Background: an optimization exercise with open tools, aiming at small area, a short achievable clock period and few clock cycles per item. Do not read the settings as production practice. The RTL was checked by simulation tests, not by an equivalence proof against the original design. Power and IR drop assume default switching activity.

Setup of P:
## morton_palette_unswizzle
module morton_palette_unswizzle
#(
  parameter int MAX_SIDE_LOG2   = MAX_SIDE_LOG2_DEF,
  parameter int PALETTE_ENTRIES = PALETTE_ENTRIES_DEF
) (
  input  logic                 clk,
  input  logic                 rst,
  input  logic                 in_valid,
  output logic                 in_ready,
  input  mpu_pkg::in_item_t             in_data,
  output logic                 out_valid,
  input  logic                 out_ready,
  output mpu_pkg::out_item_t            out_data,
  input  logic                 cfg_we,
  input  logic [CFG_IDX_W-1:0] cfg_index,
  input  logic [SIDE_W-1:0]    cfg_data
);
Size: roughly 110 I/O pins, ~0.26 sq mm of cells after synthesis.
Settings: LEC_CHECK=0, CAP_MARGIN=20, CORE_MARGIN=2, CORE_UTILIZATION=55, CTS_CLUSTER_DIAMETER=60, CTS_CLUSTER_SIZE=30, SETUP_SLACK_MARGIN=2.8, SLEW_MARGIN=20, SYNTH_MEMORY_MAX_BITS=16384, TNS_END_PERCENT=100; clock period 5.5 ns.
standard.sh (not shown) runs the stock make flow with config.mk's settings and CLKGATE_MAP_FILE= SYNTH_SCRIPT=/design/flow/synth_recipe.tcl, a recipe that flattens the netlist after the stock synthesis.
==> flow/flow/run.sh <==
#!/bin/bash
set -euo pipefail
export BUFFER_PORTS_ARGS="-buffer_cell sky130_fd_sc_hd__buf_2"
export CTS_ARGS="-sink_clustering_enable -repair_clock_nets -sink_clustering_size 30 -sink_clustering_max_diameter 60 -dont_use_dummy_load"
bash standard.sh > standard.log 2>&1
Testbench counts of P, summed over its fixed seeds: cycles 128,491, items 128,000.
The following lists how Q was set up differently from P:
- CORE_UTILIZATION changed from 55 to 50
- SETUP_SLACK_MARGIN changed from 2.8 to 2.5
Findings:
Number of sequential cells of P is on par with Q. Cell count in Q vs P: up about 1.1%. Met3 wire length (Q / P): 0.861. Compared Q vs P, and worst setup slack is up in Q. Measured against Q, the area of the die of P comes out at 0.910 times the reference value. In Q relative to P, power density over the cells had gone down slightly. Final total power delta (Q − P): favourable.
[inputs] R vs Q
- CORE_UTILIZATION now 55, was 50
- SETUP_SLACK_MARGIN now 2.6, was 2.5
==> comparison <==
Between R and Q, the layout clock buffer count is higher for R.
Per the comparison of R with Q, cell area after placement now sits at about the same level, routed wire length now sits higher.
Edits applied to the flow inputs when going from R to S:
- SETUP_SLACK_MARGIN changed from 2.6 to 2.5
--- a/flow/flow/run.sh
+++ b/flow/flow/run.sh
@@ -4,2 +4,3 @@
 export CTS_ARGS="-sink_clustering_enable -repair_clock_nets -sink_clustering_size 30 -sink_clustering_max_diameter 60 -dont_use_dummy_load"
+export DONT_USE_CELLS="sky130_fd_sc_hd__a222oi_1"
 bash standard.sh > standard.log 2>&1
[summary]
Total length of routed wires was lower in S than in R.
Between S and R, layout clock buffer count is lower for R, S comes in above that.
When the final numbers for S and R were put side by side, the required time of the critical path turned out to be smaller in S.
R → S: fraction of standard cell area that is sequential went up by 0.55 points; core utilization went down by 0.50 points; critical path depth went down by 2; maximum frequency from static timing analysis went down by about 0.8%.
Biggest cell delay along the critical path ended up 0.45 ns lower on S than on R.
Proportion of power drawn by combinational gates: R vs S — no meaningful difference

* * *

Another version of the RTL of morton_palette_unswizzle (not shown whole).
For scale: ~20000 cells after synthesis, about 9200 flip-flops, about 110 I/O pins.
Design morton_palette_unswizzle, start of the top module:
module morton_palette_unswizzle
#(
  parameter int MAX_SIDE_LOG2   = MAX_SIDE_LOG2_DEF,
  parameter int PALETTE_ENTRIES = PALETTE_ENTRIES_DEF
) (
  input  logic                 clk,
  input  logic                 rst,
  input  logic                 in_valid,
  output logic                 in_ready,
  input  mpu_pkg::in_item_t             in_data,
  output logic                 out_valid,
  input  logic                 out_ready,
  output mpu_pkg::out_item_t            out_data,
  input  logic                 cfg_we,
  input  logic [CFG_IDX_W-1:0] cfg_index,
  input  logic [SIDE_W-1:0]    cfg_data
);
export LEC_CHECK = 0
export CAP_MARGIN = 20
export CORE_MARGIN = 2
export CORE_UTILIZATION = 55
export CTS_CLUSTER_DIAMETER = 60
export CTS_CLUSTER_SIZE = 30
export SETUP_SLACK_MARGIN = 2.4
export SLEW_MARGIN = 20
export SYNTH_MEMORY_MAX_BITS = 16384
export TNS_END_PERCENT = 100
create_clock -name core_clock -period 5.5 [get_ports {clk}]
==> flow/flow/run.sh <==
#!/bin/bash
set -euo pipefail
export BUFFER_PORTS_ARGS="-buffer_cell sky130_fd_sc_hd__buf_2"
export CTS_ARGS="-sink_clustering_enable -repair_clock_nets -sink_clustering_size 30 -sink_clustering_max_diameter 60 -dont_use_dummy_load"
bash standard.sh > standard.log 2>&1
Testbench counts at the start, summed over its fixed seeds: cycles 128,491, items 128,000.
Edit:
- CORE_UTILIZATION: 55 -> 62
Count of clock-buffer cells in the layout shrinks by 5.
Sequential power barely changes.
Die area shrinks by roughly a tenth.
Via count rose slightly.
Global-route usage increases by 3.4 points.
Clock skew hardly moves.

-- separate check: timing with driven ports --
In the flow no input, the clock included, has a driving cell. The finished layouts below were timed again as built, in two steps. Step 1: set_driving_cell puts a clkbuf_16 on clk and a buf_2 on each other input, an assumption about the parent block. Step 2 moves the port delays by t, midway between the first and last clock arrival at a register: inputs arrive t later, outputs are due t later. That takes back most of the time a late clock gives input paths. Three values: no drivers, after step 1, after step 2; two values: the first two.
run	t (ns)	slack for setup (ns)	hold WS [ns]	worst setup path at the end	pins driven straight from the clock port
P	1.176	2.049 / 1.918 / 1.655	0.104 / 0.015 / 0.282	input to register	1
Q	1.159	2.216 / 2.079 / 1.403	0.138 / 0.027 / 0.251	input to register	1
R	1.219	2.334 / 2.334 / 1.423	0.054 / -0.027 / 0.284	input to register	1
S	1.184	2.308 / 2.180 / 1.562	0.128 / 0.025 / 0.281	input to register	1
the first run of note 2	1.171	2.309 / 2.296 / 1.321	0.092 / 0.014 / 0.298	input to register	1
the second run of note 2	1.163	2.262 / 2.175 / 1.339	0.124 / 0.023 / 0.285	input to register	1
After both steps setup and hold are still met in every run listed. For the first run of note 2, which loses most, drivers alone change the setup slack by -0.013 ns; drivers and shift together by -0.988 ns.
